This is an optimization exercise on Yosys and OpenROAD, whose aim is small area, a short achievable clock period and few clock cycles per item, not a production implementation.
RTL that was checked went through simulation tests only; none was proved equivalent to the original.
No activity file was given, so power comes from the tool's default toggle rates.

==> inputs of v34 <==
## conv_route_top
module conv_route_top (
    input  logic                                  i_clk,
    input  logic                                  i_nrst,
    input  logic                                  i_wr_en,
    input  logic [conv_route_pkg::ADDR_WIDTH-1:0] i_wr_addr,
    input  logic [conv_route_pkg::DATA_WIDTH-1:0] i_wr_data,
    input  logic [conv_route_pkg::ADDR_WIDTH-1:0] i_start_addr,
    input  logic [conv_route_pkg::ADDR_WIDTH-1:0] i_i_size,
    input  logic [conv_route_pkg::ADDR_WIDTH-1:0] i_o_size,
    input  logic [conv_route_pkg::ADDR_WIDTH-1:0] i_stride,
    input  logic [conv_route_pkg::ADDR_WIDTH-1:0] i_i_c_size,
    input  logic                                  i_en,
    input  logic                                  i_reg_clear,
    input  logic                                  i_pop,
    output logic [conv_route_pkg::DATA_WIDTH-1:0] o_data,
    output logic                                  o_valid,
    output logic                                  o_ready,
    output logic                                  o_context_done,
    output logic                                  o_done
);
==> module input_buffer, before the edit <==
module input_buffer (
    input  logic                                  i_clk,
    input  logic                                  i_nrst,
    input  logic                                  i_wr_en,
    input  logic [conv_route_pkg::ADDR_WIDTH-1:0] i_wr_addr,
    input  logic [conv_route_pkg::DATA_WIDTH-1:0] i_wr_data,
    input  logic                                  i_rd_addr_load,
    input  logic [conv_route_pkg::ADDR_WIDTH-1:0] i_rd_addr,
    input  logic                                  i_rd_en,
    output logic [conv_route_pkg::DATA_WIDTH-1:0] o_rd_data
);
    localparam int AW    = conv_route_pkg::ADDR_WIDTH;
    localparam int DW    = conv_route_pkg::DATA_WIDTH;
    localparam int WORDS = 2**AW;
    localparam int LOW_BITS = 5;
    localparam int LOWS     = 2**LOW_BITS;
    localparam int GROUPS   = WORDS / LOWS;
    logic [WORDS-1:0][DW-1:0] mem;
    logic          wr_en_q;
    logic [AW-1:0] wr_addr_q;
    logic [DW-1:0] wr_data_q;
    always_ff @(posedge i_clk) begin
        wr_en_q   <= i_wr_en;
        wr_addr_q <= i_wr_addr;
        wr_data_q <= i_wr_data;
    end
    for (genvar w = 0; w < WORDS; w++) begin : g_word
        always_ff @(posedge i_clk) begin
            if (wr_en_q && wr_addr_q == AW'(w)) begin
                mem[w] <= wr_data_q;
            end
        end
    end
    logic [LOWS-1:0]   rd_lo;
    logic [GROUPS-1:0] rd_hi;
    always_ff @(posedge i_clk or negedge i_nrst) begin
        if (!i_nrst) begin
            rd_lo <= '0;
            rd_hi <= '0;
        end else if (i_rd_addr_load) begin
            for (int i = 0; i < LOWS; i++) begin
                rd_lo[i] <= (i_rd_addr[LOW_BITS-1:0] == LOW_BITS'(i));
            end
            for (int g = 0; g < GROUPS; g++) begin
                rd_hi[g] <= (i_rd_addr[AW-1:LOW_BITS] == (AW - LOW_BITS)'(g));
            end
        end
    end
    logic [GROUPS-1:0][DW-1:0] rd_group;
    logic [DW-1:0]           rd_word;
    always_comb begin
        rd_word = '0;
        for (int g = 0; g < GROUPS; g++) begin
            rd_group[g] = '0;
            for (int i = 0; i < LOWS; i++) begin
                rd_group[g] = rd_group[g] | (mem[g * LOWS + i] & {DW{rd_lo[i]}});
            end
            rd_word = rd_word | (rd_group[g] & {DW{rd_hi[g]}});
        end
    end
    always_ff @(posedge i_clk or negedge i_nrst) begin
        if (!i_nrst) begin
            o_rd_data <= '0;
        end else if (i_rd_en) begin
            o_rd_data <= rd_word;
        end
    end
endmodule
clock: 12.0 ns
lec_check: 0
cap_margin: 20
core_margin: 2
core_utilization: 72
cts_cluster_diameter: 80
cts_cluster_size: 26
slew_margin: 20
synth_memory_max_bits: 8192
standard.sh (not shown) runs the stock make flow with config.mk's settings and CLKGATE_MAP_FILE= SYNTH_SCRIPT=/design/flow/synth_recipe.tcl, a recipe that flattens the netlist after the stock synthesis.
==> flow/flow/run.sh <==
#!/bin/bash
# Standard ORFS layout in two runs of the standard.sh. Timing repair up to
# clock tree synthesis is asked to leave a setup margin, so that the layout is
# optimised for a shorter achieved period; the repair after global routing
# asks for the same margin. The SDC, clock period and
# I/O constraints are the design's own, unchanged.
set -euo pipefail
bash standard.sh SETUP_SLACK_MARGIN=8.3 cts > standard_flow_cts.log 2>&1
bash standard.sh SETUP_SLACK_MARGIN=8.3 finish > standard_flow_finish.log 2>&1
==> inputs of v5, as changes to v34 <==
--- a/flow/design.v
+++ b/flow/design.v
@@ -16,17 +16,16 @@
     input  logic [conv_route_pkg::ADDR_WIDTH-1:0] i_rd_addr,
     input  logic                                  i_rd_en,
     output logic [conv_route_pkg::DATA_WIDTH-1:0] o_rd_data
 );
     localparam int AW    = conv_route_pkg::ADDR_WIDTH;
     localparam int DW    = conv_route_pkg::DATA_WIDTH;
     localparam int WORDS = 2**AW;
-    localparam int LOW_BITS = 5;
-    localparam int LOWS     = 2**LOW_BITS;
-    localparam int GROUPS   = WORDS / LOWS;
+    localparam int HALF  = AW / 2;
+    localparam int SEGS  = 2**HALF;
     logic [WORDS-1:0][DW-1:0] mem;
     logic          wr_en_q;
     logic [AW-1:0] wr_addr_q;
     logic [DW-1:0] wr_data_q;
     always_ff @(posedge i_clk) begin
         wr_en_q   <= i_wr_en;
         wr_addr_q <= i_wr_addr;
@@ -35,39 +34,29 @@
     for (genvar w = 0; w < WORDS; w++) begin : g_word
         always_ff @(posedge i_clk) begin
             if (wr_en_q && wr_addr_q == AW'(w)) begin
                 mem[w] <= wr_data_q;
             end
         end
     end
-    logic [LOWS-1:0]   rd_lo;
-    logic [GROUPS-1:0] rd_hi;
-    always_ff @(posedge i_clk or negedge i_nrst) begin
-        if (!i_nrst) begin
-            rd_lo <= '0;
-            rd_hi <= '0;
-        end else if (i_rd_addr_load) begin
-            for (int i = 0; i < LOWS; i++) begin
-                rd_lo[i] <= (i_rd_addr[LOW_BITS-1:0] == LOW_BITS'(i));
-            end
-            for (int g = 0; g < GROUPS; g++) begin
-                rd_hi[g] <= (i_rd_addr[AW-1:LOW_BITS] == (AW - LOW_BITS)'(g));
+    logic [SEGS-1:0] rd_lo;
+    logic [SEGS-1:0] rd_hi;
+    always_ff @(posedge i_clk) begin
+        if (i_rd_addr_load) begin
+            for (int i = 0; i < SEGS; i++) begin
+                rd_lo[i] <= (i_rd_addr[HALF-1:0] == HALF'(i));
+                rd_hi[i] <= (i_rd_addr[AW-1:HALF] == HALF'(i));
             end
         end
     end
-    logic [GROUPS-1:0][DW-1:0] rd_group;
-    logic [DW-1:0]           rd_word;
+    logic [DW-1:0] rd_word;
     always_comb begin
         rd_word = '0;
-        for (int g = 0; g < GROUPS; g++) begin
-            rd_group[g] = '0;
-            for (int i = 0; i < LOWS; i++) begin
-                rd_group[g] = rd_group[g] | (mem[g * LOWS + i] & {DW{rd_lo[i]}});
-            end
-            rd_word = rd_word | (rd_group[g] & {DW{rd_hi[g]}});
+        for (int w = 0; w < WORDS; w++) begin
+            rd_word = rd_word | (mem[w] & {DW{rd_hi[w / SEGS] & rd_lo[w % SEGS]}});
         end
     end
     always_ff @(posedge i_clk or negedge i_nrst) begin
         if (!i_nrst) begin
             o_rd_data <= '0;
         end else if (i_rd_en) begin
             o_rd_data <= rd_word;
==> flow/flow/run.sh (replaced) <==
#!/bin/bash
# Standard ORFS layout, with timing repair asked to leave a setup margin so
# that the layout is optimised for a shorter achieved period. The SDC, clock
# period and I/O constraints are the design's own, unchanged.
set -euo pipefail
bash standard.sh SETUP_SLACK_MARGIN=8 finish > standard_flow.log 2>&1
==> flow/config.mk (replaced) <==
export PLATFORM = sky130hd
export DESIGN_NAME = conv_route_top
export DESIGN_NICKNAME = conv_route_top
export VERILOG_FILES = /design/flow/design.v
export SDC_FILE = /design/flow/constraint.sdc
export NUM_CORES = 4
export LEC_CHECK = 0
export CAP_MARGIN = 20
export CORE_MARGIN = 2
export CORE_UTILIZATION = 60
export SLEW_MARGIN = 20
export SYNTH_MEMORY_MAX_BITS = 8192
==> inputs of v35, as changes to v34 <==
--- a/flow/design.v
+++ b/flow/design.v
@@ -4,77 +4,38 @@
     localparam int DATA_WIDTH = 16;
     localparam int MAX_CH = 8;
     localparam int C_WIDTH = 4;
 endpackage
 `timescale 1ns/1ps
 module input_buffer (
     input  logic                                  i_clk,
-    input  logic                                  i_nrst,
     input  logic                                  i_wr_en,
     input  logic [conv_route_pkg::ADDR_WIDTH-1:0] i_wr_addr,
     input  logic [conv_route_pkg::DATA_WIDTH-1:0] i_wr_data,
-    input  logic                                  i_rd_addr_load,
-    input  logic [conv_route_pkg::ADDR_WIDTH-1:0] i_rd_addr,
     input  logic                                  i_rd_en,
+    input  logic [conv_route_pkg::ADDR_WIDTH-1:0] i_rd_addr,
     output logic [conv_route_pkg::DATA_WIDTH-1:0] o_rd_data
 );
-    localparam int AW    = conv_route_pkg::ADDR_WIDTH;
-    localparam int DW    = conv_route_pkg::DATA_WIDTH;
-    localparam int WORDS = 2**AW;
-    localparam int LOW_BITS = 5;
-    localparam int LOWS     = 2**LOW_BITS;
-    localparam int GROUPS   = WORDS / LOWS;
-    logic [WORDS-1:0][DW-1:0] mem;
-    logic          wr_en_q;
-    logic [AW-1:0] wr_addr_q;
-    logic [DW-1:0] wr_data_q;
+    logic [conv_route_pkg::DATA_WIDTH-1:0] mem [2**conv_route_pkg::ADDR_WIDTH];
+    logic                                  wr_en_q;
+    logic [conv_route_pkg::ADDR_WIDTH-1:0] wr_addr_q;
+    logic [conv_route_pkg::DATA_WIDTH-1:0] wr_data_q;
     always_ff @(posedge i_clk) begin
         wr_en_q   <= i_wr_en;
         wr_addr_q <= i_wr_addr;
         wr_data_q <= i_wr_data;
     end
-    for (genvar w = 0; w < WORDS; w++) begin : g_word
-        always_ff @(posedge i_clk) begin
-            if (wr_en_q && wr_addr_q == AW'(w)) begin
-                mem[w] <= wr_data_q;
-            end
-        end
-    end
-    logic [LOWS-1:0]   rd_lo;
-    logic [GROUPS-1:0] rd_hi;
-    always_ff @(posedge i_clk or negedge i_nrst) begin
-        if (!i_nrst) begin
-            rd_lo <= '0;
-            rd_hi <= '0;
-        end else if (i_rd_addr_load) begin
-            for (int i = 0; i < LOWS; i++) begin
-                rd_lo[i] <= (i_rd_addr[LOW_BITS-1:0] == LOW_BITS'(i));
-            end
-            for (int g = 0; g < GROUPS; g++) begin
-                rd_hi[g] <= (i_rd_addr[AW-1:LOW_BITS] == (AW - LOW_BITS)'(g));
-            end
-        end
-    end
-    logic [GROUPS-1:0][DW-1:0] rd_group;
-    logic [DW-1:0]           rd_word;
-    always_comb begin
-        rd_word = '0;
-        for (int g = 0; g < GROUPS; g++) begin
-            rd_group[g] = '0;
-            for (int i = 0; i < LOWS; i++) begin
-                rd_group[g] = rd_group[g] | (mem[g * LOWS + i] & {DW{rd_lo[i]}});
-            end
-            rd_word = rd_word | (rd_group[g] & {DW{rd_hi[g]}});
+    always_ff @(posedge i_clk) begin
+        if (wr_en_q) begin
+            mem[wr_addr_q] <= wr_data_q;
         end
     end
-    always_ff @(posedge i_clk or negedge i_nrst) begin
-        if (!i_nrst) begin
-            o_rd_data <= '0;
-        end else if (i_rd_en) begin
-            o_rd_data <= rd_word;
+    always_ff @(posedge i_clk) begin
+        if (i_rd_en) begin
+            o_rd_data <= mem[i_rd_addr];
         end
     end
 endmodule
 `timescale 1ns/1ps
 module input_controller (
     input  logic                                  i_clk,
     input  logic                                  i_nrst,
@@ -83,16 +44,15 @@
     input  logic [conv_route_pkg::ADDR_WIDTH-1:0] i_start_addr,
     input  logic [conv_route_pkg::ADDR_WIDTH-1:0] i_i_size,
     input  logic [conv_route_pkg::ADDR_WIDTH-1:0] i_o_size,
     input  logic [conv_route_pkg::ADDR_WIDTH-1:0] i_stride,
     input  logic [conv_route_pkg::ADDR_WIDTH-1:0] i_i_c_size,
     input  logic                                  i_adv,
     output logic                                  o_valid,
-    output logic [conv_route_pkg::ADDR_WIDTH-1:0] o_addr_d,
-    output logic                                  o_addr_load,
+    output logic [conv_route_pkg::ADDR_WIDTH-1:0] o_addr,
     output logic                                  o_ctx_last,
     output logic                                  o_layer_last
 );
     localparam int AW = conv_route_pkg::ADDR_WIDTH;
     localparam int CW = conv_route_pkg::C_WIDTH;
     logic          busy;
     logic          start;
@@ -115,51 +75,33 @@
     logic          x_last;
     logic [1:0]    pc;
     logic [AW-1:0] addr;
     logic [AW-1:0] pix_addr;
     logic [AW-1:0] row_addr;
     logic [AW-1:0] pix_next;
     logic [AW-1:0] row_next;
-    logic [AW-1:0] addr_d;
     assign start    = i_en && !busy;
     assign more     = !(k_last && y_last && x_last);
     assign step     = o_valid && more && i_adv;
     assign pix_next = pix_addr + pix_step;
     assign row_next = row_addr + row_step;
-    assign o_addr_d     = addr_d;
-    assign o_addr_load  = start || step;
-    always_comb begin
-        if (start) begin
-            addr_d = i_start_addr;
-        end else if (!k_last) begin
-            addr_d = addr + 1'b1;
-        end else if (!y_last) begin
-            addr_d = pix_next;
-        end else begin
-            addr_d = row_next;
-        end
-    end
+    assign o_addr       = addr;
     assign o_layer_last = !more;
     assign o_ctx_last   = k_last && (pc == 2'd3) && more;
     tile_reader tile_reader_inst (
         .i_clk          (i_clk),
         .i_stride       (stride_r),
         .i_i_size       (i_size_r),
         .i_c_size       (c_r),
         .i_c_is1        (c_is1),
         .i_start        (start),
         .i_start_stride (i_stride),
         .o_pix_step     (pix_step),
         .o_row_step     (row_step)
     );
-    always_ff @(posedge i_clk) begin
-        if (start || step) begin
-            addr <= addr_d;
-        end
-    end
     always_ff @(posedge i_clk or negedge i_nrst) begin
         if (!i_nrst) begin
             busy    <= 1'b0;
             o_valid <= 1'b0;
         end else if (i_reg_clear) begin
             busy    <= 1'b0;
             o_valid <= 1'b0;
@@ -182,35 +124,39 @@
             kd       <= i_i_c_size[CW-1:0] - 1'b1;
             k_last   <= (i_i_c_size == 8'd1);
             yd       <= i_o_size - 1'b1;
             y_last   <= (i_o_size == 8'd1);
             xd       <= i_o_size - 1'b1;
             x_last   <= (i_o_size == 8'd1);
             pc       <= 2'd0;
+            addr     <= i_start_addr;
             pix_addr <= i_start_addr;
             row_addr <= i_start_addr;
         end else if (step) begin
             if (!k_last) begin
                 kd     <= kd - 1'b1;
                 k_last <= (kd == CW'(1));
+                addr   <= addr + 1'b1;
             end else begin
                 kd     <= cm1_r;
                 k_last <= c_is1;
                 pc     <= pc + 1'b1;
                 if (!y_last) begin
                     yd       <= yd - 1'b1;
                     y_last   <= (yd == AW'(1));
                     pix_addr <= pix_next;
+                    addr     <= pix_next;
                 end else begin
                     yd       <= nm1_r;
                     y_last   <= n_is1;
                     xd       <= xd - 1'b1;
                     x_last   <= (xd == AW'(1));
                     row_addr <= row_next;
                     pix_addr <= row_next;
+                    addr     <= row_next;
                 end
             end
         end
     end
 endmodule
 `timescale 1ns/1ps
 module tile_reader (
@@ -299,16 +245,15 @@
     input  logic                                  i_pop,
     output logic [conv_route_pkg::DATA_WIDTH-1:0] o_data,
     output logic                                  o_valid,
     output logic                                  o_ready,
     output logic                                  o_context_done,
     output logic                                  o_done
 );
-    logic [conv_route_pkg::ADDR_WIDTH-1:0] rd_addr_d;
-    logic                                  rd_addr_load;
+    logic [conv_route_pkg::ADDR_WIDTH-1:0] rd_addr;
     logic                                  rd_valid;
     logic                                  rd_ctx_last;
     logic                                  rd_layer_last;
     logic                                  load;
     assign o_ready = o_valid;
     input_controller input_controller_inst (
         .i_clk        (i_clk),
@@ -318,28 +263,25 @@
         .i_start_addr (i_start_addr),
         .i_i_size     (i_i_size),
         .i_o_size     (i_o_size),
         .i_stride     (i_stride),
         .i_i_c_size   (i_i_c_size),
         .i_adv        (load),
         .o_valid      (rd_valid),
-        .o_addr_d     (rd_addr_d),
-        .o_addr_load  (rd_addr_load),
+        .o_addr       (rd_addr),
         .o_ctx_last   (rd_ctx_last),
         .o_layer_last (rd_layer_last)
     );
     input_buffer input_buffer_inst (
         .i_clk     (i_clk),
-        .i_nrst    (i_nrst),
         .i_wr_en   (i_wr_en),
         .i_wr_addr (i_wr_addr),
         .i_wr_data (i_wr_data),
         .i_rd_en   (load),
-        .i_rd_addr_load (rd_addr_load),
-        .i_rd_addr (rd_addr_d),
+        .i_rd_addr (rd_addr),
         .o_rd_data (o_data)
     );
     route_fifo route_fifo_inst (
         .i_clk           (i_clk),
         .i_nrst          (i_nrst),
         .i_clear         (i_reg_clear),
         .i_pop           (i_pop),
==> flow/run.sh (new file) <==
#!/bin/bash
# synth_recipe.tcl (not shown) runs the flow's synth.tcl, then flattens the netlist and writes it again
# the make line also repeats each setting of config.mk as NAME=value (left out here)
make -C /OpenROAD-flow-scripts/flow DESIGN_CONFIG=/design/flow/config.mk WORK_HOME=/design/flow/orfs CLKGATE_MAP_FILE= SYNTH_SCRIPT=/design/flow/synth_recipe.tcl finish
==> flow/config.mk (replaced) <==
export PLATFORM = sky130hd
export DESIGN_NAME = conv_route_top
export DESIGN_NICKNAME = conv_route_top
export VERILOG_FILES = /design/flow/design.v
export SDC_FILE = /design/flow/constraint.sdc
export NUM_CORES = 4
export LEC_CHECK = 0
export CAP_MARGIN = 20
export CORE_MARGIN = 2
export CORE_UTILIZATION = 40
export SLEW_MARGIN = 20
export SYNTH_MEMORY_MAX_BITS = 8192
removed: flow/flow/run.sh
removed: flow/standard.sh
==> notes.md <==
v5 stopped in 5_1_grt (GRT-0116). v34 produced a clean layout. v35 completed with no timing, DRC or antenna violations. In v35 the first-iteration DRC count is smaller than in v34, by about 40%. Against v34, the via count of v35 is smaller by about 12%. Against v35, the hold slack of v34 is lower by 0.0019 ns. Of v34 and v35, v35 has the higher combinational power (gap about 33%, measured against v35). In v34 the utilization is higher than in v35, by 33 points. Of v34 and v35, v34 has the higher worst setup slack (gap 2.0 ns). Synthesized cell count, highest first: v5, v34, v35. In v35 the total power is higher than in v34, by about 25%. Final cell count: v35 is higher than v34 (20%). Between v34 and v35, the lower clock-buffer cell count is in v34 (gap 250). Between v35 and v34, the lower non-clock buffer count is in v34 (gap 17).
Testbench counts of v34, summed over its fixed seeds: cycles 21,858, items 21,098.
Testbench counts of v35, summed over its fixed seeds: cycles 21,858, items 21,098.
For v5, only the layout was checked, not whether the RTL still works.

static timing again, ports no longer ideal:
In the flow no input, the clock included, has a driving cell. The finished layouts below were timed again as built, in two steps. Step 1 sets driving cells, clkbuf_16 on the clock port and buf_2 on the other inputs (assumed; they add their load-dependent delay and slew). Step 2, shift: input delay + t, output delay - t, t = (earliest + latest rising clock arrival at the registers) / 2. This alone moves slack from input paths to output paths. a / b / c = ideal / step 1 / step 2; a / b = the first two.
| run | t, ns | setup WS [ns] | hold slack, ns | worst register clock-pin slew, ns | worst data-port slew with drivers (ns) |
|---|---|---|---|---|---|
| v34 | 1.008 | 8.040 / 7.935 / 7.368 | 0.502 / 0.502 / 0.502 | 0.11 / 0.11 | 0.05 |
| v35 | 1.077 | 6.021 / 6.021 / 6.021 | 0.504 / 0.504 / 0.504 | 0.07 / 0.07 | 0.11 |
After both steps setup and hold are still met in every run listed. For v34, which loses most, drivers alone change the setup slack by -0.105 ns; drivers and shift together by -0.672 ns.
